Source: an optimization exercise on an open RTL-to-GDS flow (aim: a short achievable clock period and few clock cycles). Production flows keep margins and buffers that such runs may drop. Only simulation tests tie the RTL to the original design; equivalence was not proved. Power figures rest on the tool's default switching activity, not on a simulated workload.

**design/flow/design.v**
```verilog
package cpu_types_pkg;
  typedef logic [32-1:0] word_t;
  typedef logic [5-1:0] regbits_t;
  typedef enum logic [5:0] {
    RTYPE = 6'h00,
    J     = 6'h02,
    BEQ   = 6'h04,
    BNE   = 6'h05,
    ADDIU = 6'h09,
    ORI   = 6'h0d,
    LUI   = 6'h0f,
    LW    = 6'h23,
    SW    = 6'h2b,
    HALT  = 6'h3f
  } opcode_t;
  typedef enum logic [5:0] {
    ADDU = 6'h21,
    SUBU = 6'h23,
    AND  = 6'h24,
    OR   = 6'h25,
    SLT  = 6'h2a
  } funct_t;
  typedef enum logic [2:0] {
    ALU_ADD = 3'd0,
    ALU_SUB = 3'd1,
    ALU_AND = 3'd2,
    ALU_OR  = 3'd3,
    ALU_SLT = 3'd4,
    ALU_LUI = 3'd5
  } alu_op_t;
  typedef struct packed {
    logic     reg_wen;
    regbits_t dest;
    alu_op_t  alu_op;
    logic     alu_src_imm;
    logic     ext_sign;
    logic     mem_ren;
    logic     mem_wen;
    logic     beq;
    logic     bne;
    logic     jump;
    logic     halt;
  } ctrl_t;
  typedef struct packed {
    logic  valid;
    word_t instr;
    word_t pc_plus4;
  } fd_t;
  typedef struct packed {
    logic        valid;
    ctrl_t       ctrl;
    word_t       rdat1;
    word_t       rdat2;
    word_t       ext_imm;
    logic [25:0] jidx;
    word_t       pc_plus4;
  } de_t;
  typedef struct packed {
    logic  valid;
    ctrl_t ctrl;
    word_t alu_out;
    logic  zero;
    word_t store_data;
    word_t branch_target;
    word_t jump_target;
  } em_t;
  typedef struct packed {
    logic     valid;
    logic     reg_wen;
    regbits_t dest;
    word_t    wdat;
    logic     halt;
  } mw_t;
endpackage
module fetch_incr (
  input  logic [29:0] pc,
  output logic [29:0] pc4,
  output logic [21:0] hi_p1,
  output logic [21:0] hi_m1
);
  assign pc4   = pc + 30'd1;
  assign hi_p1 = pc[29:8] + 22'd1;
  assign hi_m1 = pc[29:8] - 22'd1;
endmodule
module fetch_next (
  input  logic [29:0] pc,
  input  logic [29:0] pc4,
  input  logic [21:0] hi_p1,
  input  logic [21:0] hi_m1,
  input  logic [31:0] instr,
  input  logic        ihit,
  input  logic        stall,
  input  logic        halt,
  input  logic        mispredict,
  input  logic [29:0] alt,
  output logic [29:0] pc_next,
  output logic        redir
);
  logic [5:0]  op;
  logic        is_j, is_beq, is_bne, rseq, pred, short_off, adv;
  logic [9:0]  lo;
  logic [21:0] hi_sel;
  logic [29:0] btgt, jtgt;
  logic        s_j, s_b, s_seq, s_hold;
  logic [29:0] pc_own;
  assign op        = instr[31:26];
  assign is_j      = (op == 6'h02);
  assign is_beq    = (op == 6'h04);
  assign is_bne    = (op == 6'h05);
  assign rseq      = (instr[25:21] == instr[20:16]);
  assign pred      = (is_beq & rseq) | (is_bne & ~rseq);
  assign short_off = (instr[15:7] == 9'h000) | (instr[15:7] == 9'h1ff);
  assign redir     = pred & short_off;
  ks_add #(.W(8), .CI(1)) u_lo (.x(pc[7:0]), .y(instr[7:0]), .cin(1'b1), .s(lo[8:1]),
                                 .cout(lo[9]));
  assign lo[0]   = 1'b0;
  assign hi_sel  = ({22{~instr[7] &  lo[9]}} & hi_p1) |
                   ({22{ instr[7] & ~lo[9]}} & hi_m1) |
                   ({22{~(instr[7] ^ lo[9])}} & pc[29:8]);
  assign btgt    = {hi_sel, lo[8:1]};
  assign jtgt    = {pc4[29:26], instr[25:0]};
  assign adv     = ihit & ~stall & ~halt;
  assign s_j     = adv & is_j;
  assign s_b     = adv & ~is_j & redir;
  assign s_seq   = adv & ~is_j & ~redir;
  assign s_hold  = ~adv;
  assign pc_own  = ({30{s_j}} & jtgt) | ({30{s_b}} & btgt) |
                   ({30{s_seq}} & pc4) | ({30{s_hold}} & pc);
  assign pc_next = mispredict ? alt : pc_own;
endmodule
module decode_ctl (
  input  logic [31:0] instr,
  output logic        add,
  output logic        sub,
  output logic        and_op,
  output logic        or_op,
  output logic        subr,
  output logic        slt,
  output logic        load,
  output logic        store,
  output logic        beq,
  output logic        bne,
  output logic        halt,
  output logic        lui,
  output logic        wen,
  output logic [4:0]  dest,
  output logic        use_rs,
  output logic        use_rt,
  output logic        b_reg,
  output logic [15:0] bimm_lo,
  output logic [15:0] bimm_hi
);
  logic [5:0]  op, fn;
  logic [15:0] imm;
  logic        r, fn_ok, ori;
  assign op  = instr[31:26];
  assign fn  = instr[5:0];
  assign imm = instr[15:0];
  always_comb begin
    r      = (op == 6'h00);
    fn_ok  = r & (fn == 6'h21 || fn == 6'h23 || fn == 6'h24 || fn == 6'h25 || fn == 6'h2a);
    load   = (op == 6'h23);
    store  = (op == 6'h2b);
    beq    = (op == 6'h04);
    bne    = (op == 6'h05);
    halt   = (op == 6'h3f);
    lui    = (op == 6'h0f);
    ori    = (op == 6'h0d);
    slt    = r & (fn == 6'h2a);
    subr   = r & (fn == 6'h23);
    sub    = subr | slt;
    and_op = r & (fn == 6'h24);
    or_op  = (r & fn == 6'h25) | ori;
    add    = ~(sub | and_op | or_op);
    if (fn_ok) begin
      wen  = 1'b1;
      dest = instr[15:11];
    end else begin
      wen  = (op == 6'h09) | ori | lui | load;
      dest = instr[20:16];
    end
    if (dest == 5'd0) wen = 1'b0;
    b_reg  = r | beq | bne;
    use_rs = fn_ok | (op == 6'h09) | ori | load | store | beq | bne;
    use_rt = fn_ok | beq | bne;
    if (lui) begin
      bimm_lo = 16'h0000;
      bimm_hi = imm;
    end else begin
      bimm_lo = imm;
      bimm_hi = ori ? 16'h0000 : {16{imm[15]}};
    end
  end
endmodule
module exec_lo (
  input  logic [15:0] a,
  input  logic [15:0] b,
  input  logic        op_add,
  input  logic        op_sub,
  input  logic        op_and,
  input  logic        op_or,
  input  logic        a_fe,
  input  logic        b_fe,
  input  logic [15:0] a_oth,
  input  logic [15:0] b_oth,
  output logic [15:0] res,
  output logic        carry,
  output logic        eq,
  output logic [15:0] a_nx,
  output logic [15:0] b_nx
);
  logic [16:0] sum, dif;
  ks_add #(.W(16), .CI(0)) u_sum (.x(a), .y(b), .cin(1'b0), .s(sum[15:0]), .cout(sum[16]));
  ks_add #(.W(16), .CI(1)) u_dif (.x(a), .y(~b), .cin(1'b1), .s(dif[15:0]), .cout(dif[16]));
  assign carry = op_sub ? dif[16] : sum[16];
  assign res   = ({16{op_add}} & sum[15:0]) | ({16{op_sub}} & dif[15:0]) |
                 ({16{op_and}} & (a & b)) | ({16{op_or}} & (a | b));
  assign eq    = (a == b);
  assign a_nx  = a_fe ? res : a_oth;
  assign b_nx  = b_fe ? res : b_oth;
endmodule
module exec_hi (
  input  logic [15:0] a,
  input  logic [15:0] b,
  input  logic        cin,
  input  logic        op_add,
  input  logic        op_sub,
  input  logic        op_and,
  input  logic        op_or,
  input  logic        a_fe,
  input  logic        b_fe,
  input  logic [15:0] a_oth,
  input  logic [15:0] b_oth,
  output logic [15:0] res,
  output logic        lt,
  output logic        eq,
  output logic [15:0] a_nx,
  output logic [15:0] b_nx
);
  logic [15:0] sum, dif;
  logic sum_c, dif_c;
  ks_add #(.W(16)) u_sum (.x(a), .y(b), .cin, .s(sum), .cout(sum_c));
  ks_add #(.W(16)) u_dif (.x(a), .y(~b), .cin, .s(dif), .cout(dif_c));
  assign lt   = (a[15] ^ b[15]) ? a[15] : dif[15];
  assign res  = ({16{op_add}} & sum) | ({16{op_sub}} & dif) |
                ({16{op_and}} & (a & b)) | ({16{op_or}} & (a | b));
  assign eq   = (a == b);
  assign a_nx = a_fe ? res : a_oth;
  assign b_nx = b_fe ? res : b_oth;
endmodule
module ks_add #(
  parameter int W  = 16,
  parameter int CI = -1
) (
  input  logic [W-1:0] x,
  input  logic [W-1:0] y,
  input  logic         cin,
  output logic [W-1:0] s,
  output logic         cout
);
  localparam int N = W + 1;
  logic         c0;
  logic [N-1:0] xa, ya, g0, p0, g1, p1, g2, p2, g3, p3, g4, p4, g5, p5, sum;
  assign c0 = (CI == 0) ? 1'b0 : (CI == 1) ? 1'b1 : cin;
  assign xa = {x, c0};
  assign ya = {y, c0};
  assign g0 = xa & ya;
  assign p0 = xa ^ ya;
  genvar i;
  generate
    for (i = 0; i < N; i = i + 1) begin : g_ks
      if (i >= 1) begin : g_l1
        assign g1[i] = g0[i] | (p0[i] & g0[i-1]);
        assign p1[i] = p0[i] & p0[i-1];
      end else begin : g_l1p
        assign g1[i] = g0[i];
        assign p1[i] = p0[i];
      end
      if (i >= 2) begin : g_l2
        assign g2[i] = g1[i] | (p1[i] & g1[i-2]);
        assign p2[i] = p1[i] & p1[i-2];
      end else begin : g_l2p
        assign g2[i] = g1[i];
        assign p2[i] = p1[i];
      end
      if (i >= 4) begin : g_l3
        assign g3[i] = g2[i] | (p2[i] & g2[i-4]);
        assign p3[i] = p2[i] & p2[i-4];
      end else begin : g_l3p
        assign g3[i] = g2[i];
        assign p3[i] = p2[i];
      end
      if (i >= 8) begin : g_l4
        assign g4[i] = g3[i] | (p3[i] & g3[i-8]);
        assign p4[i] = p3[i] & p3[i-8];
      end else begin : g_l4p
        assign g4[i] = g3[i];
        assign p4[i] = p3[i];
      end
      if (i >= 16) begin : g_l5
        assign g5[i] = g4[i] | (p4[i] & g4[i-16]);
        assign p5[i] = p4[i] & p4[i-16];
      end else begin : g_l5p
        assign g5[i] = g4[i];
        assign p5[i] = p4[i];
      end
    end
  endgenerate
  assign sum  = p0 ^ {g5[N-2:0], 1'b0};
  assign s    = sum[N-1:1];
  assign cout = g5[N-1];
endmodule
module pipeline_cpu #(
  parameter logic [32-1:0] PC_INIT = 32'h0000_0000
) (
  input  logic  CLK,
  input  logic  nRST,
  output logic  imem_ren,
  output logic [32-1:0] imem_addr,
  input  logic [32-1:0] imem_load,
  input  logic  ihit,
  output logic  dmem_ren,
  output logic  dmem_wen,
  output logic [32-1:0] dmem_addr,
  output logic [32-1:0] dmem_store,
  input  logic [32-1:0] dmem_load,
  input  logic  dhit,
  output logic  halt
);
  logic [29:0] pc;
  logic        fd_valid;
  logic [31:0] fd_instr;
  logic [29:0] fd_pc, fd_pc4;
  logic        fd_pred;
  logic        x1_valid;
  logic        x1_wen;
  logic [4:0]  x1_dest, x1_rs, x1_rt;
  logic        x1_add, x1_sub, x1_and, x1_or, x1_subr, x1_slt;
  logic        x1_load, x1_store, x1_beq, x1_bne, x1_pred, x1_halt;
  logic        x1_a_zero, x1_b_reg, x1_cand;
  logic [15:0] x1_a_lo, x1_b_lo, x1_bimm_hi;
  logic [29:0] x1_pc, x1_pc4;
  logic [15:0] x1_rs_rf, x1_rt_rf;
  logic [15:0] x1_imm;
  logic        x2_valid;
  logic        x2_wen;
  logic [4:0]  x2_dest, x2_rt;
  logic        x2_add, x2_sub, x2_and, x2_or, x2_slt;
  logic        x2_load, x2_store, x2_beq, x2_bne, x2_pred, x2_halt;
  logic [15:0] x2_a_hi, x2_b_hi, x2_res_lo;
  logic        x2_carry, x2_eq_lo;
  logic [29:0] x2_pc, x2_pc4;
  logic [15:0] x2_alt_lo;
  logic        x2_alt_c, x2_imm_s;
  logic        misp_r;
  logic [29:0] alt_r;
  logic        em_valid;
  logic        em_wen;
  logic [4:0]  em_dest;
  logic        em_load, em_store;
  logic [31:0] em_res;
  logic [31:0] em_sdata;
  logic [29:0] em_pc;
  logic        rp_r;
  logic [29:0] rp_pc;
  logic [31:0] regs [1:31];
  logic        m_miss;
  logic        redir_r, redir_any;
  logic [29:0] redir_pc;
  logic        early;
  logic        d_stall;
  logic        mispredict;
  logic [31:0] m_wdata;
  logic [29:0] pc4, pc_next;
  logic [21:0] pc_hi_p1, pc_hi_m1;
  logic        f_redir;
  assign imem_ren  = ~halt;
  assign imem_addr = {pc, 2'b00};
  fetch_incr u_incr (.pc, .pc4, .hi_p1(pc_hi_p1), .hi_m1(pc_hi_m1));
  fetch_next u_next (
    .pc, .pc4, .hi_p1(pc_hi_p1), .hi_m1(pc_hi_m1), .instr(imem_load), .ihit,
    .stall(d_stall), .halt, .mispredict(redir_any), .alt(redir_pc),
    .pc_next, .redir(f_redir)
  );
  assign redir_r   = rp_r | misp_r;
  assign redir_any = redir_r | early;
  assign redir_pc  = rp_r ? rp_pc : misp_r ? alt_r : x1_pc4;
  always_ff @(posedge CLK or negedge nRST) begin
    if (!nRST) begin
      pc <= PC_INIT[31:2];
    end else begin
      pc <= pc_next;
    end
  end
  always_ff @(posedge CLK or negedge nRST) begin
    if (!nRST) begin
      fd_valid <= 1'b0;
    end else begin
      if (redir_any || m_miss) fd_valid <= 1'b0;
      else if (!d_stall) fd_valid <= ihit & ~halt;
    end
  end
  logic        f_add, f_sub, f_and, f_or, f_subr, f_slt, f_load, f_store, f_beq, f_bne;
  logic        f_halt, f_lui, f_wen, f_use_rs, f_use_rt, f_b_reg;
  logic [4:0]  f_dest;
  logic [15:0] f_bimm_lo, f_bimm_hi;
  logic        fd_add, fd_sub, fd_and, fd_or, fd_subr, fd_slt, fd_load, fd_store, fd_beq;
  logic        fd_bne, fd_halt, fd_lui, fd_wen, fd_use_rs, fd_use_rt, fd_b_reg;
  logic [4:0]  fd_dest;
  logic [15:0] fd_bimm_lo, fd_bimm_hi;
  decode_ctl u_dec (
    .instr(imem_load), .add(f_add), .sub(f_sub), .and_op(f_and), .or_op(f_or),
    .subr(f_subr), .slt(f_slt), .load(f_load), .store(f_store), .beq(f_beq), .bne(f_bne),
    .halt(f_halt), .lui(f_lui), .wen(f_wen), .dest(f_dest), .use_rs(f_use_rs),
    .use_rt(f_use_rt), .b_reg(f_b_reg), .bimm_lo(f_bimm_lo), .bimm_hi(f_bimm_hi)
  );
  always_ff @(posedge CLK) begin
    if (!d_stall) begin
      fd_add     <= f_add;
      fd_sub     <= f_sub;
      fd_and     <= f_and;
      fd_or      <= f_or;
      fd_subr    <= f_subr;
      fd_slt     <= f_slt;
      fd_load    <= f_load;
      fd_store   <= f_store;
      fd_beq     <= f_beq;
      fd_bne     <= f_bne;
      fd_halt    <= f_halt;
      fd_lui     <= f_lui;
      fd_wen     <= f_wen;
      fd_dest    <= f_dest;
      fd_use_rs  <= f_use_rs;
      fd_use_rt  <= f_use_rt;
      fd_b_reg   <= f_b_reg;
      fd_bimm_lo <= f_bimm_lo;
      fd_bimm_hi <= f_bimm_hi;
    end
  end
  always_ff @(posedge CLK) begin
    if (!d_stall) begin
      fd_instr <= imem_load;
      fd_pc    <= pc;
      fd_pc4   <= pc4;
      fd_pred  <= f_redir;
    end
  end
  logic [4:0]  rs, rt;
  logic [15:0] imm;
  logic        d_add, d_sub, d_and, d_or, d_subr, d_slt;
  logic        d_wen;
  logic [4:0]  d_dest;
  logic        d_use_rs, d_use_rt;
  logic        d_load, d_store, d_beq, d_bne, d_halt, d_lui;
  logic        d_b_reg;
  logic [15:0] d_bimm_lo, d_bimm_hi;
  assign rs  = fd_instr[25:21];
  assign rt  = fd_instr[20:16];
  assign imm = fd_instr[15:0];
  assign d_add     = fd_add;
  assign d_sub     = fd_sub;
  assign d_and     = fd_and;
  assign d_or      = fd_or;
  assign d_subr    = fd_subr;
  assign d_slt     = fd_slt;
  assign d_load    = fd_load;
  assign d_store   = fd_store;
  assign d_beq     = fd_beq;
  assign d_bne     = fd_bne;
  assign d_halt    = fd_halt;
  assign d_lui     = fd_lui;
  assign d_wen     = fd_wen;
  assign d_dest    = fd_dest;
  assign d_use_rs  = fd_use_rs;
  assign d_use_rt  = fd_use_rt;
  assign d_b_reg   = fd_b_reg;
  assign d_bimm_lo = fd_bimm_lo;
  assign d_bimm_hi = fd_bimm_hi;
  logic        e1_rs, e1_rt, e2_rs, e2_rt, e3_rs, e3_rt;
  logic [15:0] x2_lo_val, d_rs_lo, d_rt_lo, d_a_oth, d_b_oth;
  logic        d_a_fe, d_b_fe;
  logic [15:0] x1_res, x1_a_nx, x1_b_nx;
  logic        x1_carry, x1_eq;
  logic        x2_lt;
  logic        m1_rs, m1_rt, m2_rs, m2_rt, m3_rs, m3_rt, m4_rs, m4_rt;
  logic [4:0]  f_rs, f_rt;
  assign f_rs = imem_load[25:21];
  assign f_rt = imem_load[20:16];
  always_ff @(posedge CLK) begin
    m1_rs <= ~d_stall & d_wen & (d_dest == f_rs);
    m1_rt <= ~d_stall & d_wen & (d_dest == f_rt);
    m2_rs <= d_stall ? x1_wen & (x1_dest == rs) : x1_wen & (x1_dest == f_rs);
    m2_rt <= d_stall ? x1_wen & (x1_dest == rt) : x1_wen & (x1_dest == f_rt);
    m3_rs <= d_stall ? x2_wen & (x2_dest == rs) : x2_wen & (x2_dest == f_rs);
    m3_rt <= d_stall ? x2_wen & (x2_dest == rt) : x2_wen & (x2_dest == f_rt);
    m4_rs <= d_stall ? em_wen & (em_dest == rs) : em_wen & (em_dest == f_rs);
    m4_rt <= d_stall ? em_wen & (em_dest == rt) : em_wen & (em_dest == f_rt);
  end
  logic [15:0] fd_rs_lo, fd_rt_lo;
  logic [15:0] f_rs_rf, f_rt_rf, d_rs_rf, d_rt_rf;
  assign f_rs_rf = (f_rs == 5'd0) ? 16'd0 : regs[f_rs][15:0];
  assign f_rt_rf = (f_rt == 5'd0) ? 16'd0 : regs[f_rt][15:0];
  assign d_rs_rf = (rs == 5'd0) ? 16'd0 : regs[rs][15:0];
  assign d_rt_rf = (rt == 5'd0) ? 16'd0 : regs[rt][15:0];
  always_ff @(posedge CLK) begin
    fd_rs_lo <= d_stall ? d_rs_rf : f_rs_rf;
    fd_rt_lo <= d_stall ? d_rt_rf : f_rt_rf;
  end
  logic        wb_valid;
  logic [4:0]  wb_dest;
  logic [15:0] wb_lo, wb_hi;
  always_ff @(posedge CLK or negedge nRST) begin
    if (!nRST) begin
      wb_valid <= 1'b0;
    end else begin
      wb_valid <= em_valid & em_wen & ~(em_load & ~dhit);
    end
  end
  always_ff @(posedge CLK) begin
    wb_dest <= em_dest;
    wb_lo   <= m_wdata[15:0];
    wb_hi   <= m_wdata[31:16];
  end
  assign e1_rs = x1_valid & m1_rs;
  assign e1_rt = x1_valid & m1_rt;
  assign e2_rs = x2_valid & m2_rs;
  assign e2_rt = x2_valid & m2_rt;
  assign e3_rs = em_valid & m3_rs;
  assign e3_rt = em_valid & m3_rt;
  assign x2_lo_val = x2_slt ? {15'd0, x2_lt} : x2_res_lo;
  assign d_rs_lo = e2_rs ? x2_res_lo : e3_rs ? m_wdata[15:0] :
                   (wb_valid & m4_rs) ? wb_lo : fd_rs_lo;
  assign d_rt_lo = e2_rt ? x2_res_lo : e3_rt ? m_wdata[15:0] :
                   (wb_valid & m4_rt) ? wb_lo : fd_rt_lo;
  assign d_a_oth = d_lui ? 16'd0 : d_rs_lo;
  assign d_a_fe  = e1_rs & ~d_lui;
  assign d_b_oth = d_b_reg ? d_rt_lo : d_bimm_lo;
  assign d_b_fe  = e1_rt & d_b_reg;
  assign d_stall = fd_valid &
                   ((d_use_rs & ((e1_rs & (x1_load | x1_slt)) | (e2_rs & (x2_load | x2_slt)))) |
                    (d_use_rt & ((e1_rt & (x1_load | x1_slt)) | (e2_rt & (x2_load | x2_slt)))));
  always_ff @(posedge CLK or negedge nRST) begin
    if (!nRST) begin
      x1_valid <= 1'b0;
    end else begin
      x1_valid <= fd_valid & ~d_stall & ~redir_any & ~m_miss;
    end
  end
  always_ff @(posedge CLK) begin
    begin
      x1_wen     <= d_wen;
      x1_dest    <= d_dest;
      x1_rs      <= rs;
      x1_rs_rf   <= (rs == 5'd0) ? 16'd0 : regs[rs][31:16];
      x1_rt_rf   <= (rt == 5'd0) ? 16'd0 : regs[rt][31:16];
      x1_rt      <= rt;
      x1_add     <= d_add;
      x1_sub     <= d_sub;
      x1_and     <= d_and;
      x1_or      <= d_or;
      x1_subr    <= d_subr;
      x1_slt     <= d_slt;
      x1_load    <= d_load;
      x1_store   <= d_store;
      x1_beq     <= d_beq;
      x1_bne     <= d_bne;
      x1_pred    <= fd_pred;
      x1_cand    <= fd_pred & d_bne & (rt == 5'd0);
      x1_halt    <= d_halt;
      x1_a_zero  <= d_lui;
      x1_b_reg   <= d_b_reg;
      x1_a_lo    <= x1_a_nx;
      x1_b_lo    <= x1_b_nx;
      x1_bimm_hi <= d_bimm_hi;
      x1_pc      <= fd_pc;
      x1_pc4     <= fd_pc4;
      x1_imm     <= imm;
    end
  end
  exec_lo u_lo (
    .a(x1_a_lo), .b(x1_b_lo), .op_add(x1_add), .op_sub(x1_sub), .op_and(x1_and),
    .op_or(x1_or), .a_fe(d_a_fe), .b_fe(d_b_fe), .a_oth(d_a_oth), .b_oth(d_b_oth),
    .res(x1_res), .carry(x1_carry), .eq(x1_eq), .a_nx(x1_a_nx), .b_nx(x1_b_nx)
  );
  logic [16:0] x1_alt_lo;
  assign x1_alt_lo = {1'b0, x1_pc4[15:0]} + {1'b0, x1_imm};
  assign early = x1_valid & ~redir_r & x1_cand & (x1_a_lo == 16'd0);
  logic        h2_rs, h2_rt, h3_rs, h3_rt;
  logic [15:0] x1_rs_hi, x1_rt_hi, x1_a_hoth, x1_b_hoth;
  logic        x1_a_hfe, x1_b_hfe;
  logic [15:0] x2_res_hi, x2_a_nx, x2_b_nx;
  logic        x2_eq_hi;
  assign h2_rs = x2_valid & x2_wen & (x2_dest == x1_rs);
  assign h2_rt = x2_valid & x2_wen & (x2_dest == x1_rt);
  assign h3_rs = em_valid & em_wen & (em_dest == x1_rs);
  assign h3_rt = em_valid & em_wen & (em_dest == x1_rt);
  assign x1_rs_hi  = h3_rs ? m_wdata[31:16] : (wb_valid & (wb_dest == x1_rs)) ? wb_hi : x1_rs_rf;
  assign x1_rt_hi  = h3_rt ? m_wdata[31:16] : (wb_valid & (wb_dest == x1_rt)) ? wb_hi : x1_rt_rf;
  assign x1_a_hoth = x1_a_zero ? 16'd0 : x1_rs_hi;
  assign x1_a_hfe  = h2_rs & ~x1_a_zero;
  assign x1_b_hoth = x1_b_reg ? x1_rt_hi : x1_bimm_hi;
  assign x1_b_hfe  = h2_rt & x1_b_reg;
  always_ff @(posedge CLK or negedge nRST) begin
    if (!nRST) begin
      x2_valid <= 1'b0;
    end else begin
      x2_valid <= x1_valid & ~redir_r & ~m_miss;
    end
  end
  always_ff @(posedge CLK) begin
    begin
      x2_wen    <= x1_wen;
      x2_dest   <= x1_dest;
      x2_rt     <= x1_rt;
      x2_add    <= x1_add;
      x2_sub    <= x1_subr;
      x2_and    <= x1_and;
      x2_or     <= x1_or;
      x2_slt    <= x1_slt;
      x2_load   <= x1_load;
      x2_store  <= x1_store;
      x2_beq    <= x1_beq;
      x2_bne    <= x1_bne;
      x2_pred   <= x1_pred & ~early;
      x2_halt   <= x1_halt;
      x2_a_hi   <= x2_a_nx;
      x2_b_hi   <= x2_b_nx;
      x2_res_lo <= x1_res;
      x2_carry  <= x1_carry;
      x2_eq_lo  <= x1_eq;
      x2_pc     <= x1_pc;
      x2_pc4    <= x1_pc4;
      x2_alt_lo <= x1_alt_lo[15:0];
      x2_alt_c  <= x1_alt_lo[16];
      x2_imm_s  <= x1_imm[15];
    end
  end
  exec_hi u_hi (
    .a(x2_a_hi), .b(x2_b_hi), .cin(x2_carry), .op_add(x2_add), .op_sub(x2_sub),
    .op_and(x2_and), .op_or(x2_or), .a_fe(x1_a_hfe), .b_fe(x1_b_hfe),
    .a_oth(x1_a_hoth), .b_oth(x1_b_hoth), .res(x2_res_hi), .lt(x2_lt), .eq(x2_eq_hi),
    .a_nx(x2_a_nx), .b_nx(x2_b_nx)
  );
  logic        x2_taken;
  logic [13:0] x2_hi, x2_hi_p1, x2_hi_m1, x2_alt_hi;
  logic [29:0] x2_alt;
  assign x2_taken   = x2_beq ? (x2_eq_lo & x2_eq_hi) : ~(x2_eq_lo & x2_eq_hi);
  assign mispredict = x2_valid & ~redir_r & (x2_beq | x2_bne) & (x2_taken ^ x2_pred);
  assign x2_hi     = x2_pc4[29:16];
  assign x2_hi_p1  = x2_hi + 14'd1;
  assign x2_hi_m1  = x2_hi - 14'd1;
  assign x2_alt_hi = ({14{~x2_imm_s &  x2_alt_c}} & x2_hi_p1) |
                     ({14{ x2_imm_s & ~x2_alt_c}} & x2_hi_m1) |
                     ({14{~(x2_imm_s ^ x2_alt_c)}} & x2_hi);
  assign x2_alt    = x2_pred ? x2_pc4 : {x2_alt_hi, x2_alt_lo};
  always_ff @(posedge CLK or negedge nRST) begin
    if (!nRST) begin
      misp_r <= 1'b0;
    end else begin
      misp_r <= mispredict & ~m_miss;
    end
  end
  always_ff @(posedge CLK) begin
    alt_r <= x2_alt;
  end
  logic        s3_rt;
  logic [31:0] x2_sdata;
  assign s3_rt    = em_valid & em_wen & (em_dest == x2_rt);
  assign x2_sdata = s3_rt ? m_wdata : (x2_rt == 5'd0) ? 32'd0 : regs[x2_rt];
  always_ff @(posedge CLK or negedge nRST) begin
    if (!nRST) begin
      em_valid <= 1'b0;
    end else begin
      em_valid <= x2_valid & ~redir_r & ~m_miss;
    end
  end
  always_ff @(posedge CLK) begin
    begin
      em_wen   <= x2_wen;
      em_dest  <= x2_dest;
      em_load  <= x2_load;
      em_store <= x2_store;
      em_res   <= {x2_res_hi, x2_lo_val};
      em_sdata <= x2_sdata;
      em_pc    <= x2_pc;
    end
  end
  assign dmem_addr  = em_res;
  assign dmem_store = em_sdata;
  always_ff @(posedge CLK or negedge nRST) begin
    if (!nRST) begin
      dmem_ren <= 1'b0;
      dmem_wen <= 1'b0;
    end else begin
      dmem_ren <= x2_valid & ~redir_r & ~m_miss & x2_load & ~halt;
      dmem_wen <= x2_valid & ~redir_r & ~m_miss & x2_store & ~halt;
    end
  end
  assign m_miss     = (dmem_ren | dmem_wen) & ~dhit;
  assign m_wdata    = em_load ? dmem_load : em_res;
  always_ff @(posedge CLK) begin
    if (em_valid && em_wen && !(em_load && !dhit)) regs[em_dest] <= m_wdata;
  end
  always_ff @(posedge CLK or negedge nRST) begin
    if (!nRST) begin
      rp_r <= 1'b0;
    end else begin
      rp_r <= m_miss;
    end
  end
  always_ff @(posedge CLK) begin
    rp_pc <= em_pc;
  end
  always_ff @(posedge CLK or negedge nRST) begin
    if (!nRST) begin
      halt <= 1'b0;
    end else begin
      halt <= halt | (x2_valid & ~redir_r & x2_halt & ~m_miss);
    end
  end
endmodule
```
**design/flow/flow/run.sh**
```bash
#!/bin/bash
# Standard layout, except that the port buffers are buf_4 cells instead of the
# smallest buffer the resizer would pick. Every tool's output goes to a log here.
set -e
cp standard.sh standard_sh_copy.log
export BUFFER_PORTS_ARGS="-buffer_cell sky130_fd_sc_hd__buf_4"
bash standard.sh > standard_flow.log 2>&1
```
**design/flow/standard.sh**
```bash
#!/bin/bash
# synth_recipe.tcl (not shown) runs the flow's synth.tcl, then flattens the netlist and writes it again
# the make line also repeats each setting of config.mk as NAME=value (left out here)
make -C /OpenROAD-flow-scripts/flow DESIGN_CONFIG=/design/flow/config.mk WORK_HOME=/design/flow/orfs CLKGATE_MAP_FILE= SYNTH_SCRIPT=/design/flow/synth_recipe.tcl "${@:-finish}"
```
**design/flow/config.mk**
```make
export PLATFORM = sky130hd
export DESIGN_NAME = pipeline_cpu
export DESIGN_NICKNAME = pipeline_cpu
export VERILOG_FILES = /design/flow/design.v
export SDC_FILE = /design/flow/constraint.sdc
export NUM_CORES = 4
export LEC_CHECK = 0
export CAP_MARGIN = 20
export CORE_MARGIN = 2
export CORE_UTILIZATION = 40
export SETUP_SLACK_MARGIN = 3.0
export SLEW_MARGIN = 20
export SYNTH_HIERARCHICAL = 1
```
**design/flow/constraint.sdc**
```tcl
create_clock -name core_clock -period 5.5 [get_ports {CLK}]
set_input_delay 1.1000 -clock core_clock [delete_from_list [all_inputs] [get_ports {CLK}]]
set_output_delay 1.1000 -clock core_clock [all_outputs]
set_load 0.01 [all_outputs]
```
==> impl_metrics.toml, run 1 <==
[layout]
drive_gt1_share_pct = 34.7
synthToLayoutAreaGrowth_pct = 18.7
largest_reg_flops = 992
top_register = "regs"
nets = 7281
postLayoutCellArea_mm2 = 0.115
reg_top3 = "regs x992, em_res x32, em_sdata x32"

[global_routing]
grt_max_degree = 123
grt_pass1_wl_um = 500000
grt_overflow = 0
grt_pass1_vias = 66800
antenna_found_initial = 28
grtUsageTotal_pct = 28.3

[timing]
fin_ws_ns = 2.78
finalSetupTns_ns = 0
max_freq_mhz = 368
setup_viol = 0
worstMarginPinSlew_ns = 1.13
hold_viol = 0
drv_slew = 0
max_slew_margin_pct = 24.7
min_period_ns = 2.72
min_period_over_period_pct = 49.4
fin_worst_skew_ns = 0.0554
rsz0062_at_grt = "yes"

[power_and_ir_drop]
power-per-cell-area_mw_per_mm2 = 360
p_sw_share_pct = 30.5
p_clk_share_pct = 33.9
p_leak_nw = 40.4
share_comb_of_total_power_pct = 23.8
power_frac_seq_pct = 42.4
p_sw_w = 0.0126
p_int_w = 0.0287
ir_drop_v = 0.000331

[setup_path]
reg2reg_slack_ns = 2.78
crit_path_max_fanout = 6
crit_path_frequent_cell = "buf_4"
regToRegStartpoint = "pc[5]"
worstPathArrival_ns = 3.54
critPathSlowestCell = "or4_4"
crit_path_end_kind = "flip-flop"
r2r-end = "pc[24]"
slowest_delay_ns = 0.49
required_ns = 6.32
crit_path_start_kind = "flip-flop"
critical_path_class = "reg -> reg"
reg2reg_depth = 11
crit_chain = "buf_4, ha_4, a21o_1, a211oi_2, a21oi_2, buf_4, ha_4, buf_4, a222oi_1, or4_4, o211ai_2"

[routing]
first_iter_violations = 11000
drt_wl_total_um = 360000
vias = 70300
wl_per_cell_um = 34.6
drc = 0
antenna_left = 0
first_pass_iters = 8
avgViaCountPerCell = 6.75

[clock_tree]
clkSinkCount = 1757
root_buffer = "clkbuf_16"
cts_tree = "yes"
clk_pin_slew_ns = 0.07
cts_buffers = 194
clk_latency_ns = 0.89
cts.path.max_buffers = 3
htreeDepth = 4

[die]
num_io_pins = 168
std_cell_rows = 180
core_mm2 = 0.240
fp.dieW_um = 495
die_h_um = 495
start_util_pct = 40.2
fp.dieArea_mm2 = 0.245

[placement]
dp_worst_setup_slack_ns = 1.48
placed_area_mm2 = 0.101
hpwl_um = 206000
port-buffer-count = 165
gp_congestion = 0.927

[synthesis]
synth_cells = 6782
avgSynthCellArea_um2 = 14.2
yosysWarnings = 8
netlist_area_mm2 = 0.0965

[run]
cap_violations = 0

[status]
status = "finished clean"

[worst_hold_path]
hold_class = "in -> async"
-- routing by layer --
| layer | part of all wire [%] | routed length, um | vias to the layer above | track usage (%) |
|---|---|---|---|---|
| met5 | 0.039 | 140 | - | 0 |
| met4 | 5.0 | 17900 | 24 | 12.4 |
| met3 | 14 | 49200 | 1038 | 9.36 |
| met2 | 44 | 158000 | 5388 | 41.6 |
| met1 | 38 | 135000 | 35900 | 38.1 |
| li1 | - | - | 27900 | - |
-- worst max-delay path: cells and delay by family (launching register included) --
family	cells	cell delay, ns
adders and majority gates	2	0.59
AOI/OAI and AO/OA	5	0.65
buffers and inverters	3	0.46
DFF	1	0.44
and+or+nand+nor	1	0.49
-- layout make-up --
| cell class | count | area [um^2] |
|---|---|---|
| antenna | 7 | 17.5 |
| clock buffer | 253 | 5400 |
| clock inverter | 114 | 1510 |
| fill | 20200 | 126000 |
| inverter | 135 | 542 |
| multi-input combinational | 4335 | 48500 |
| sequential | 1757 | 46900 |
| tap | 3185 | 3990 |
| timing repair buffer | 622 | 7670 |
| timing repair inverter | 1 | 8.76 |
-- placed cells by master (no fill, tap or decap), types with 30 or more instances in the layout --
| cell | count |
|---|---|
| buf_4 | 367 |
| o211ai_1 | 62 |
| dfxtp_4 | 34 |
| nand3_1 | 126 |
| a22oi_1 | 83 |
| buf_6 | 83 |
| xnor2_1 | 137 |
| nand4_1 | 30 |
| xor2_1 | 72 |
| nor2_4 | 39 |
| inv_1 | 122 |
| ha_1 | 135 |
| a21oi_1 | 315 |
| mux4_2 | 1027 |
| a211oi_1 | 109 |
| edfxtp_1 | 1132 |
| dfrtp_2 | 31 |
| a311oi_1 | 30 |
| a41oi_1 | 61 |
| clkbuf_1 | 37 |
| nand2b_1 | 78 |
| a21o_1 | 50 |
| and3_1 | 43 |
| buf_16 | 46 |
| nor3_1 | 33 |
| dfxtp_1 | 511 |
| dfxtp_2 | 40 |
| buf_12 | 71 |
| mux2_2 | 59 |
| a221oi_1 | 34 |
| mux2i_1 | 340 |
| nor2_1 | 414 |
| o21ai_0 | 122 |
| clkbuf_16 | 225 |
| nand2_1 | 324 |
-- timing repair --
action,in CTS,in global routing
setup endpoints to repair,1392,464
buffers inserted,172,74
gates cloned,34,23
hold buffers,0,0
pin swaps,71,86
gates resized for setup,418,204
-- power groups by stage --
| stage | clock network (W) | registers, W | logic, W |
|---|---|---|---|
| global route | 0.0147 | 0.0176 | 0.0104 |
| detailed placement | 0 | 0.0180 | 0.00790 |
| floorplan | 0 | 0.0173 | 0.00549 |
| global placement | 0 | 0.0179 | 0.00779 |
| CTS | 0.0141 | 0.0174 | 0.00927 |
| finish | 0.0140 | 0.0175 | 0.00982 |
-- worst max path at each step --
stage	depth (start not counted)	slack, ns	start	to
after floorplan	12	2.55	imem_load[1]	pc[26]
final	11	2.78	pc[5]	pc[24]
after detailed placement	12	1.48	imem_load[0]	pc[24]
after CTS	2	2.79	pc[1]	imem_addr[3]
after global routing	13	2.66	pc[1]	pc[26]
after global placement	12	1.49	imem_load[0]	pc[24]
-- metrics by stage --
stage	cells	utilization [%]	total power [W]	hold WS, ns
final	10400	47.7	0.0413	0.219
after global routing	10400	47.7	0.0426	0.234
after CTS	10300	46.8	0.0409	0.197
after detailed placement	9731	42.1	0.0259	0.312
after global placement	9729	42.0	0.0257	0.310
after floorplan	6783	-	0.0228	0.310
Testbench counts, summed over its fixed seeds: cycles 68,003.
==> inputs of run 2 (changes only) <==
--- a/design/flow/design.v
+++ b/design/flow/design.v
@@ -78,9 +78,9 @@
   output logic [21:0] hi_p1,
   output logic [21:0] hi_m1
 );
-  assign pc4   = pc + 30'd1;
-  assign hi_p1 = pc[29:8] + 22'd1;
-  assign hi_m1 = pc[29:8] - 22'd1;
+  ks_inc #(.W(30))         u_pc4 (.x(pc), .s(pc4));
+  ks_inc #(.W(22))         u_p1  (.x(pc[29:8]), .s(hi_p1));
+  ks_inc #(.W(22), .DEC(1)) u_m1  (.x(pc[29:8]), .s(hi_m1));
 endmodule
 module fetch_next (
   input  logic [29:0] pc,
@@ -310,6 +310,27 @@
   assign s    = sum[N-1:1];
   assign cout = g5[N-1];
 endmodule
+module ks_inc #(
+  parameter int W   = 30,
+  parameter int DEC = 0
+) (
+  input  logic [W-1:0] x,
+  output logic [W-1:0] s
+);
+  logic [W-1:0] p0, p1, p2, p3, p4, p5;
+  assign p0 = DEC ? ~x : x;
+  genvar i;
+  generate
+    for (i = 0; i < W; i = i + 1) begin : g_pre
+      assign p1[i] = (i >= 1)  ? p0[i] & p0[(i >= 1)  ? i - 1  : 0] : p0[i];
+      assign p2[i] = (i >= 2)  ? p1[i] & p1[(i >= 2)  ? i - 2  : 0] : p1[i];
+      assign p3[i] = (i >= 4)  ? p2[i] & p2[(i >= 4)  ? i - 4  : 0] : p2[i];
+      assign p4[i] = (i >= 8)  ? p3[i] & p3[(i >= 8)  ? i - 8  : 0] : p3[i];
+      assign p5[i] = (i >= 16) ? p4[i] & p4[(i >= 16) ? i - 16 : 0] : p4[i];
+    end
+  endgenerate
+  assign s = x ^ {p5[W-2:0], 1'b1};
+endmodule
 module pipeline_cpu #(
   parameter logic [32-1:0] PC_INIT = 32'h0000_0000
 ) (
@@ -365,6 +386,7 @@
   logic [29:0] rp_pc;
   logic [31:0] regs [1:31];
   logic        m_miss;
+  logic        halt_i;
   logic        redir_r, redir_any;
   logic [29:0] redir_pc;
   logic        early;
@@ -374,12 +396,14 @@
   logic [29:0] pc4, pc_next;
   logic [21:0] pc_hi_p1, pc_hi_m1;
   logic        f_redir;
-  assign imem_ren  = ~halt;
-  assign imem_addr = {pc, 2'b00};
+  logic [29:0] pc_o;
+  logic        nren;
+  assign imem_ren  = ~nren;
+  assign imem_addr = {pc_o, 2'b00};
   fetch_incr u_incr (.pc, .pc4, .hi_p1(pc_hi_p1), .hi_m1(pc_hi_m1));
   fetch_next u_next (
     .pc, .pc4, .hi_p1(pc_hi_p1), .hi_m1(pc_hi_m1), .instr(imem_load), .ihit,
-    .stall(d_stall), .halt, .mispredict(redir_any), .alt(redir_pc),
+    .stall(d_stall), .halt(halt_i), .mispredict(redir_any), .alt(redir_pc),
     .pc_next, .redir(f_redir)
   );
   assign redir_r   = rp_r | misp_r;
@@ -394,10 +418,17 @@
   end
   always_ff @(posedge CLK or negedge nRST) begin
     if (!nRST) begin
+      pc_o <= PC_INIT[31:2];
+    end else if (!halt_i) begin
+      pc_o <= pc_next;
+    end
+  end
+  always_ff @(posedge CLK or negedge nRST) begin
+    if (!nRST) begin
       fd_valid <= 1'b0;
     end else begin
       if (redir_any || m_miss) fd_valid <= 1'b0;
-      else if (!d_stall) fd_valid <= ihit & ~halt;
+      else if (!d_stall) fd_valid <= ihit & ~halt_i;
     end
   end
   logic        f_add, f_sub, f_and, f_or, f_subr, f_slt, f_load, f_store, f_beq, f_bne;
@@ -692,8 +723,8 @@
       dmem_ren <= 1'b0;
       dmem_wen <= 1'b0;
     end else begin
-      dmem_ren <= x2_valid & ~redir_r & ~m_miss & x2_load & ~halt;
-      dmem_wen <= x2_valid & ~redir_r & ~m_miss & x2_store & ~halt;
+      dmem_ren <= x2_valid & ~redir_r & ~m_miss & x2_load & ~halt_i;
+      dmem_wen <= x2_valid & ~redir_r & ~m_miss & x2_store & ~halt_i;
     end
   end
   assign m_miss     = (dmem_ren | dmem_wen) & ~dhit;
@@ -711,11 +742,17 @@
   always_ff @(posedge CLK) begin
     rp_pc <= em_pc;
   end
+  logic halt_set;
+  assign halt_set = x2_valid & ~redir_r & x2_halt & ~m_miss;
   always_ff @(posedge CLK or negedge nRST) begin
     if (!nRST) begin
-      halt <= 1'b0;
-    end else begin
-      halt <= halt | (x2_valid & ~redir_r & x2_halt & ~m_miss);
+      halt   <= 1'b0;
+      halt_i <= 1'b0;
+      nren   <= 1'b0;
+    end else begin
+      halt   <= halt | halt_set;
+      halt_i <= halt_i | halt_set;
+      nren   <= nren | halt_set;
     end
   end
 endmodule
==> run 2 against run 1 <==
Effect of this change:
- synthesized cell count is 1.9% higher
- power shrank 11%
- critical path depth increased by 4
- sequential cell count up 32
- wire length up 2.6%
- still clean on timing, DRC and antenna
- register-to-register slack got worse by 0.13 ns
- count of clock-buffer cells in the layout up 18
- largest power group unchanged
- cell count increased by 2.1%
- non-clock buffer count grew 63
- fmax shrank 5.1%
- cell area increased by 1.5%
==> impl_metrics.toml, run 2 <==
[setup_path]
reg2reg_depth = 13
regToRegStartpoint = "pc[1]"
reg2reg_slack_ns = 2.65
critPathBufInv = 4
crit_path_max_fanout = 13
worstPathArrival_ns = 3.61
r2r-end = "pc_o[17]"
slowest_delay_ns = 0.33
crit_chain = "buf_6, inv_8, ha_4, o21a_1, nor2_2, o21ai_2, nand4_1, a21oi_4, inv_2, ha_4, buf_6, a222oi_1, nand3b_1, o211ai_1, mux2_4"
crit_path_end_kind = "flip-flop"
crit_family = "compound AO/OA/AOI/OAI gates"
crit_path_start_kind = "primary input"
required_ns = 6.24
critPathSlowestCell = "a222oi_1"
critical_path_class = "in -> reg"

[layout]
layout_common_cells = "1132 x edfxtp_1, 992 x mux4_2, 510 x dfxtp_1, 420 x nor2_1, 392 x buf_4"
nFillCells = 20600
postLayoutCellArea_mm2 = 0.116
final_cells = 10600
layout_commonest_cell = "edfxtp_1"
top_register = "regs"
nets = 7485
reg_top3 = "regs x992, em_res x32, em_sdata x32"
fin_util_pct = 47.9
largest_reg_flops = 992
drive_gt1_share_pct = 34.2
synthToLayoutAreaGrowth_pct = 19.0

[routing]
first_pass_iters = 8
avgViaCountPerCell = 6.71
drc = 0
first_iter_violations = 11900
vias = 71300
antenna_left = 0
drt_wl_total_um = 370000
wl_per_cell_um = 34.8

[clock_tree]
cts_tree = "yes"
htreeDepth = 4
clkSinkCount = 1789
root_buffer = "clkbuf_16"
cts_buffers = 192
clk_latency_ns = 0.89
clk_pin_slew_ns = 0.06
cts.path.max_buffers = 3

[timing]
worstMarginPinSlew_ns = 1.13
drv_slew = 0
hold_viol = 0
max_freq_mhz = 349
min_period_ns = 2.86
min_period_over_period_pct = 52.1
max_slew_margin_pct = 24.7
setup_viol = 0
fin_worst_skew_ns = 0.0614
rsz0062_at_grt = "yes"
finalSetupTns_ns = 0

[global_routing]
antenna_found_initial = 20
grt_overflow = 0
grt_pass1_wl_um = 507000
grt_pass1_vias = 68300
grt_max_degree = 89
grtUsageTotal_pct = 28.2

[power_and_ir_drop]
p_total_w = 0.0369
ir_drop_v = 0.000367
p_leak_nw = 41.5
power-per-cell-area_mw_per_mm2 = 317

[synthesis]
synth_cells = 6910
netlist_area_mm2 = 0.0977
yosysWarnings = 8
avgSynthCellArea_um2 = 14.1

[status]
status = "finished clean"

[placement]
hpwl_um = 214000
gp_congestion = 0.919
placed_area_mm2 = 0.103
port-buffer-count = 165
dp_cells = 9911

[die]
fp.dieArea_mm2 = 0.248
core_mm2 = 0.243
start_util_pct = 40.2
fp.dieW_um = 498
num_io_pins = 168
die_h_um = 498
std_cell_rows = 181

[run]
cap_violations = 0

[worst_hold_path]
hold_class = "in -> async"
run 2: per-layer routing:
metal / track usage, % / routed length (um) / up-vias
li1: - / - / 28500
met1: 37.3 / 135000 / 36300
met2: 42.5 / 164000 / 5412
met3: 8.33 / 50000 / 1022
met4: 13.3 / 20800 / 16
met5: 0 / 189 / -
run 2: cell type report:
type	count	area (um^2)	area share, %
Antenna cell	5	12.5	0.0108
Clock buffer	271	5440	4.68
Tap cell	3202	4010	3.45
Sequential cell	1789	47700	41.1
Clock inverter	90	1100	0.947
Inverter	137	554	0.477
Timing Repair inverter	1	8.76	0.00753
Multi-Input combinational cell	4444	48900	42.1
Timing Repair Buffer	685	8490	7.30
run 2: worst max path at each step:
stage	startpoint	to	slack, ns	cells after the start
after floorplan	imem_load[1]	pc_o[26]	2.27	13
after CTS	pc[0]	pc_o[22]	2.65	14
after detailed placement	imem_load[0]	pc_o[24]	1.31	13
final	imem_load[0]	pc_o[17]	2.64	15
after global routing	pc[1]	pc_o[17]	2.51	13
after global placement	imem_load[0]	pc_o[24]	1.25	13
run 2: repair_timing:
| action | 4_1_cts | 5_1_grt |
|---|---|---|
| hold buffers | 0 | 0 |
| gates cloned | 20 | 37 |
| setup endpoints to repair | 1284 | 428 |
| setup buffers | 205 | 85 |
| pin swaps | 86 | 81 |
| resized for setup | 443 | 219 |
run 2: worst register-to-register path, stage by stage, from the launching register on:
cell	delay, ns
dfrtp_2	0.43
ha_4	0.27
o21a_1	0.13
nor2_2	0.05
o21ai_2	0.13
nand4_1	0.15
a21oi_4	0.25
inv_2	0.07
ha_4	0.22
buf_6	0.15
a222oi_1	0.34
nand3b_1	0.15
o211ai_1	0.12
mux2_4	0.29
run 2: metrics by stage:
step	hold slack [ns]	setup WS, ns
floorplan	0.310	2.27
detailed placement	0.312	1.31
global placement	0.310	1.25
global route	0.317	2.51
finish	0.307	2.64
CTS	0.307	2.65
run 2: power by group:
group / switching [W] / internal, W / total [W]
clock: 0.00580 / 0.00771 / 0.0135
sequential: 0.000641 / 0.0158 / 0.0165
combinational: 0.00418 / 0.00271 / 0.00689
total: 0.0106 / 0.0263 / 0.0369
Testbench counts of run 2, summed over its fixed seeds: cycles 68,003.
==> inputs of run 3 (changes only) <==
--- a/design/flow/design.v
+++ b/design/flow/design.v
@@ -396,10 +396,9 @@
   logic [29:0] pc4, pc_next;
   logic [21:0] pc_hi_p1, pc_hi_m1;
   logic        f_redir;
-  logic [29:0] pc_o;
   logic        nren;
   assign imem_ren  = ~nren;
-  assign imem_addr = {pc_o, 2'b00};
+  assign imem_addr = {pc, 2'b00};
   fetch_incr u_incr (.pc, .pc4, .hi_p1(pc_hi_p1), .hi_m1(pc_hi_m1));
   fetch_next u_next (
     .pc, .pc4, .hi_p1(pc_hi_p1), .hi_m1(pc_hi_m1), .instr(imem_load), .ihit,
@@ -417,13 +416,6 @@
     end
   end
   always_ff @(posedge CLK or negedge nRST) begin
-    if (!nRST) begin
-      pc_o <= PC_INIT[31:2];
-    end else if (!halt_i) begin
-      pc_o <= pc_next;
-    end
-  end
-  always_ff @(posedge CLK or negedge nRST) begin
     if (!nRST) begin
       fd_valid <= 1'b0;
     end else begin
==> run 3 against run 2 <==
Effect of this change:
- largest power group unchanged
- sequential cell count is 30 lower
- die area fell by 1.3%
- via count down 1.0%
- register-to-register slack improved by 0.11 ns
- synthesized cell count shrank 1.4%
- fmax grew 4.5%
- worst hold slack lost 0.085 ns
- still clean on timing, DRC and antenna
- setup slack gained 0.12 ns
- critical path type is now reg -> reg
- global-route usage increased by 0.21 points
==> impl_metrics.toml, run 3 <==
[clock_tree]
clkSinkCount = 1759
cts_tree = "yes"
clk_latency_ns = 0.91
clk_pin_slew_ns = 0.07
cts_buffers = 193
cts.path.max_buffers = 3
root_buffer = "clkbuf_16"
htreeDepth = 4

[timing]
worstMarginPinSlew_ns = 1.05
min_period_over_period_pct = 49.8
fin_worst_skew_ns = 0.0933
setup_viol = 0
max_slew_margin_pct = 29.7
drv_slew = 0
rsz0062_at_grt = "yes"
finalSetupTns_ns = 0
max_freq_mhz = 365
min_period_ns = 2.74
fin_ws_ns = 2.76
hold_viol = 0

[global_routing]
grtUsageTotal_pct = 28.4
antenna_found_initial = 22
grt_pass1_vias = 67300
grt_max_degree = 94
grt_overflow = 0
grt_pass1_wl_um = 499000

[placement]
hpwl_um = 204000
dp_cells = 9783
port-buffer-count = 165
dp_worst_setup_slack_ns = 1.52
gp_congestion = 0.920

[layout]
layout_commonest_cell = "edfxtp_1"
reg_top3 = "regs x992, em_res x32, em_sdata x32"
synthToLayoutAreaGrowth_pct = 19.9
largest_reg_flops = 992
layout_common_cells = "1132 x edfxtp_1, 1003 x mux4_2, 511 x dfxtp_1, 429 x nor2_1, 428 x buf_4"
nets = 7420
final_cells = 10500
drive_gt1_share_pct = 34.9
top_register = "regs"

[power_and_ir_drop]
p_total_w = 0.0370
p_leak_nw = 41.2
power-per-cell-area_mw_per_mm2 = 320
ir_drop_v = 0.000257

[status]
status = "finished clean"

[die]
start_util_pct = 40.2
core_mm2 = 0.240
std_cell_rows = 180
fp.dieArea_mm2 = 0.245
num_io_pins = 168
die_h_um = 495
fp.dieW_um = 495

[run]
cap_violations = 0

[routing]
first_iter_violations = 10600
avgViaCountPerCell = 6.69
drt_wl_total_um = 366000
wl_per_cell_um = 34.7
drc = 0
antenna_left = 0
first_pass_iters = 7
vias = 70600

[synthesis]
netlist_area_mm2 = 0.0964
avgSynthCellArea_um2 = 14.2
synth_cells = 6814
yosysWarnings = 8

[worst_hold_path]
hold_class = "in -> async"

[setup_path]
crit_path_end_kind = "flip-flop"
required_ns = 6.26
reg2reg_slack_ns = 2.76
critical_path_class = "reg -> reg"
crit_path_max_fanout = 5
crit_path_start_kind = "flip-flop"
worstPathArrival_ns = 3.50
[run 3: cell types whose count changed in the layout (fill, tap and decap cells not counted), moves of 14 or more]
cell	delta
dfrtp_1	-31
buf_4	+36
mux2_4	-25
xnor2_1	+25
clkbuf_1	-14
mux2_2	-23
dfxtp_2	+15
dfxtp_4	-16
nor2b_1	-15
a21oi_1	-16
xor2_1	-22
inv_1	+16
[run 3: through the flow]
| step | utilization (%) | hold slack [ns] | cell area, um^2 |
|---|---|---|---|
| after floorplan | - | 0.310 | 97300 |
| after global placement | 42.2 | 0.310 | 101000 |
| after detailed placement | 42.2 | 0.312 | 101000 |
| after CTS | 46.9 | 0.204 | 113000 |
| after global routing | 48.2 | 0.226 | 116000 |
| final | 48.2 | 0.222 | 116000 |
[run 3: routing by layer]
metal / up-vias / wire length, um / track usage, %
met3: 1065 / 52300 / 9.42
met1: 35900 / 134000 / 37.6
met5: - / 67 / 0
li1: 28300 / - / -
met4: 12 / 20900 / 13.5
met2: 5324 / 158000 / 42.1
[run 3: repair_timing]
item                        CTS  global route
setup endpoints to repair  1226           638
gates resized for setup     428           243
hold buffers                  0             0
hold endpoints to repair      0             0
gates cloned                 35            30
buffers inserted            196           131
pin swaps                    77            94
[run 3: report_power, final]
part           total [W]  switching, W  internal (W)
combinational    0.00718       0.00432       0.00286
clock             0.0137       0.00592       0.00773
sequential        0.0162      0.000544        0.0156
[run 3: area by class of cell]
class	count	area, um^2
timing repair buffer	710	8580
clock buffer	252	5350
multi-input combinational	4374	48800
antenna	9	22.5
inverter	146	597
clock inverter	111	1390
sequential	1759	47000
timing repair inverter	1	8.76
tap	3185	3990
fill	20300	124000
[run 3: worst max-delay path, cell delays in order, from the launching register on]
cell,delay (ns)
dfrtp_2,0.46
ha_1,0.37
nand2_1,0.11
o21ai_2,0.18
nand4_1,0.15
a21oi_2,0.24
inv_2,0.07
ha_4,0.20
buf_12,0.13
buf_16,0.13
a222oi_1,0.29
nand3b_1,0.15
o211ai_1,0.10
[run 3: worst paths after layout]
check | startpoint | end | depth (start not counted)
max | pc[2] | pc[19] | 12
min | nRST | pc[26] | 1
max reg2reg | pc[2] | pc[19] | 12
min reg2reg | fd_load | x1_load | 0
max in group asynchronous | nRST | fd_valid | 1
min in group core_clock | fd_load | x1_load | 0
Testbench counts of run 3, summed over its fixed seeds: cycles 68,003.
==> inputs of run 4 (changes only) <==
--- a/design/flow/design.v
+++ b/design/flow/design.v
@@ -82,7 +82,9 @@
   ks_inc #(.W(22))         u_p1  (.x(pc[29:8]), .s(hi_p1));
   ks_inc #(.W(22), .DEC(1)) u_m1  (.x(pc[29:8]), .s(hi_m1));
 endmodule
-module fetch_next (
+module fetch_next #(
+  parameter int PART = 0
+) (
   input  logic [29:0] pc,
   input  logic [29:0] pc4,
   input  logic [21:0] hi_p1,
@@ -102,7 +104,7 @@
   logic [21:0] hi_sel;
   logic [29:0] btgt, jtgt;
   logic        s_j, s_b, s_seq, s_hold;
-  logic [29:0] pc_own;
+  logic [29:0] pc_own, pc_all;
   assign op        = instr[31:26];
   assign is_j      = (op == 6'h02);
   assign is_beq    = (op == 6'h04);
@@ -126,7 +128,8 @@
   assign s_hold  = ~adv;
   assign pc_own  = ({30{s_j}} & jtgt) | ({30{s_b}} & btgt) |
                    ({30{s_seq}} & pc4) | ({30{s_hold}} & pc);
-  assign pc_next = mispredict ? alt : pc_own;
+  assign pc_all  = mispredict ? alt : pc_own;
+  assign pc_next = PART ? {pc_all[29:8], 8'd0} : {22'd0, pc_all[7:0]};
 endmodule
 module decode_ctl (
   input  logic [31:0] instr,
@@ -400,11 +403,19 @@
   assign imem_ren  = ~nren;
   assign imem_addr = {pc, 2'b00};
   fetch_incr u_incr (.pc, .pc4, .hi_p1(pc_hi_p1), .hi_m1(pc_hi_m1));
-  fetch_next u_next (
+  logic [29:0] pc_next_lo, pc_next_hi;
+  logic        f_redir_hi;
+  fetch_next #(.PART(0)) u_next_lo (
+    .pc, .pc4, .hi_p1(pc_hi_p1), .hi_m1(pc_hi_m1), .instr(imem_load), .ihit,
+    .stall(d_stall), .halt(halt_i), .mispredict(redir_any), .alt(redir_pc),
+    .pc_next(pc_next_lo), .redir(f_redir)
+  );
+  fetch_next #(.PART(1)) u_next_hi (
     .pc, .pc4, .hi_p1(pc_hi_p1), .hi_m1(pc_hi_m1), .instr(imem_load), .ihit,
     .stall(d_stall), .halt(halt_i), .mispredict(redir_any), .alt(redir_pc),
-    .pc_next, .redir(f_redir)
+    .pc_next(pc_next_hi), .redir(f_redir_hi)
   );
+  assign pc_next = {pc_next_hi[29:8], pc_next_lo[7:0]};
   assign redir_r   = rp_r | misp_r;
   assign redir_any = redir_r | early;
   assign redir_pc  = rp_r ? rp_pc : misp_r ? alt_r : x1_pc4;
==> run 4 against run 3 <==
Effect of this change:
- still clean on timing, DRC and antenna
- setup slack gained 0.063 ns
- clock power is essentially flat
- sequential cell count is the same
- via count grew 0.47%
- critical path type is now in -> reg
- first-iteration DRC count grew 1.6%
- area after synthesis grew 0.71%
- count of clock-buffer cells in the layout shrank 18
- critical endpoint is now pc[12]
- combinational power shrank 3.1%
==> impl_metrics.toml, run 4 <==
[timing]
fin_worst_skew_ns = 0.0717
rsz0062_at_grt = "yes"
finalSetupTns_ns = 0
min_period_over_period_pct = 48.7
setup_viol = 0
worstMarginPinSlew_ns = 1.10
fin_ws_ns = 2.82
drv_slew = 0
min_period_ns = 2.68
max_slew_margin_pct = 25.8
hold_viol = 0
max_freq_mhz = 374

[global_routing]
antenna_found_initial = 22
grt_max_degree = 83
grtUsageTotal_pct = 28.5
grt_pass1_vias = 67700
grt_overflow = 0
grt_pass1_wl_um = 505000

[layout]
top_register = "regs"
multi_input_area_mm2 = 0.0488
ff_latch_area_mm2 = 0.0470
layout_commonest_cell = "edfxtp_1"
largest_reg_flops = 992
layout_common_cells = "1132 x edfxtp_1, 1000 x mux4_2, 507 x dfxtp_1, 432 x nor2_1, 352 x buf_4"
nFillCells = 20400
reg_top3 = "regs x992, em_res x32, em_sdata x32"
drive_gt1_share_pct = 34.1
nets = 7386
synthToLayoutAreaGrowth_pct = 18.6

[placement]
hpwl_um = 212000
port-buffer-count = 165
gp_congestion = 0.905
dp_worst_setup_slack_ns = 1.64

[die]
die_h_um = 497
fp.dieW_um = 497
fp.dieArea_mm2 = 0.247
std_cell_rows = 180
core_mm2 = 0.241
num_io_pins = 168
start_util_pct = 40.3

[clock_tree]
clk_latency_ns = 0.88
clk_pin_slew_ns = 0.06
cts_buffers = 190
root_buffer = "clkbuf_16"
cts_tree = "yes"
htreeDepth = 4
cts.path.max_buffers = 3
clkSinkCount = 1759

[setup_path]
critPathSlowestCell = "a222oi_1"
reg2reg_depth = 9
critPathBufInv = 5
crit_family = "compound AO/OA/AOI/OAI gates"
required_ns = 6.23
worstPathArrival_ns = 3.41
slowest_delay_ns = 0.34
critical_path_class = "in -> reg"
crit_path_end_kind = "flip-flop"
crit_path_max_fanout = 15
crit_path_start_kind = "primary input"
crit_chain = "buf_6, inv_8, ha_4, o21a_1, nor2_2, o21ai_2, nand4_1, a21oi_4, buf_6, inv_4, ha_4, buf_16, a222oi_1, nor3b_1, nand3_1, o211ai_1"
path_depth = 16

[synthesis]
yosysWarnings = 8
avgSynthCellArea_um2 = 14.2
netlist_area_mm2 = 0.0971
synth_cells = 6849

[routing]
avgViaCountPerCell = 6.75
wl_per_cell_um = 34.9
first_iter_violations = 10800
first_pass_iters = 10
drt_wl_total_um = 367000
vias = 70900
antenna_left = 0
drc = 0

[power_and_ir_drop]
power-per-cell-area_mw_per_mm2 = 321
p_leak_nw = 40.7
ir_drop_v = 0.000342

[worst_hold_path]
hold_class = "in -> async"

[run]
cap_violations = 0

[status]
status = "finished clean"
run 4: cell count changes in the layout (fill, tap and decap cells not counted), moves of 24 or more:
cell      previous run  this run
buf_4              428       352
xnor2_1            149       125
nor2b_1             23        88
o21ai_0            121        84
a211oi_1           130       172
nand2_1            308       277
nand3_1            132       180
mux2i_1            379       350
a21o_1              59        34
a32o_1              25         0
run 4: cell type report:
type / instances / share of cell area (%)
clock inverter: 123 / 1.29
multi-input combinational: 4406 / 42.4
timing repair buffer: 631 / 7.01
tap: 3185 / 3.46
inverter: 153 / 0.545
timing repair inverter: 1 / 0.00978
antenna: 6 / 0.0130
clock buffer: 234 / 4.49
sequential: 1759 / 40.8
run 4: final timing paths:
check / startpoint / to / slack [ns]
max: imem_load[0] / pc[12] / 2.82
min: nRST / nren / 0.30
max reg2reg: pc[15] / pc[29] / 2.84
min reg2reg: em_pc[16] / rp_pc[16] / 0.31
max in group asynchronous: nRST / pc[15] / 4.62
min in group core_clock: em_pc[16] / rp_pc[16] / 0.31
run 4: through the flow:
step	area (um^2)	cells	hold WS, ns	power [W]	util, %
finish	115000	10500	0.303	0.0370	47.8
floorplan	98000	6850	0.310	0.0200	-
CTS	113000	10400	0.280	0.0366	46.9
global placement	102000	9819	0.310	0.0224	42.3
global route	115000	10500	0.297	0.0379	47.8
detailed placement	102000	9820	0.312	0.0225	42.3
run 4: what timing repair did:
item	CTS	global route
gates cloned	31	31
hold endpoints to repair	0	0
setup endpoints to repair	1283	433
gates resized for setup	404	158
hold buffers	0	0
setup buffers	194	59
pin swaps	79	47
run 4: routing by layer:
layer / GRT usage [%] / up-vias / share of wire, %
met3: 8.86 / 1093 / 14
met4: 13.1 / 14 / 5.7
met5: 0 / - / 0.028
met2: 42.6 / 5397 / 44
li1: - / 28300 / -
met1: 37.9 / 36100 / 37
run 4: power by group:
group	total [W]	switching, W	internal (W)	leakage, nW
Clock	0.0137	0.00584	0.00789	3.23
Combinational	0.00696	0.00429	0.00267	21.6
Sequential	0.0163	0.000640	0.0156	15.9
Testbench counts of run 4, summed over its fixed seeds: cycles 68,003.

## afterwards: timing with drivers on the ports
The flow's constraints put no driver on any port. The routed layouts listed below were extracted and timed again, unchanged, in two steps. Step 1 (the two cells are an assumption about what drives the block):
set clk [get_ports {CLK}]
set_driving_cell -lib_cell sky130_fd_sc_hd__clkbuf_16 $clk
set_driving_cell -lib_cell sky130_fd_sc_hd__buf_2 [delete_from_list [all_inputs] $clk]
Step 2, shift: input delay + t, output delay - t, t = (earliest + latest rising clock arrival at the registers) / 2. This alone moves slack from input paths to output paths. Three values: no drivers, after step 1, after step 2; two values: the first two.
| run | t, ns | setup WS [ns] | worst setup path at the end |
|---|---|---|---|
| run 1 | 0.976 | 2.782 / 2.735 / 1.872 | input to register |
| run 2 | 0.956 | 2.636 / 2.645 / 1.689 | input to register |
| run 3 | 0.986 | 2.760 / 2.656 / 1.755 | input to register |
| run 4 | 0.940 | 2.824 / 2.781 / 1.894 | input to register |
After both steps every run listed still meets setup and hold. For run 3, which loses most, drivers alone change the setup slack by -0.104 ns; drivers and shift together by -1.005 ns.
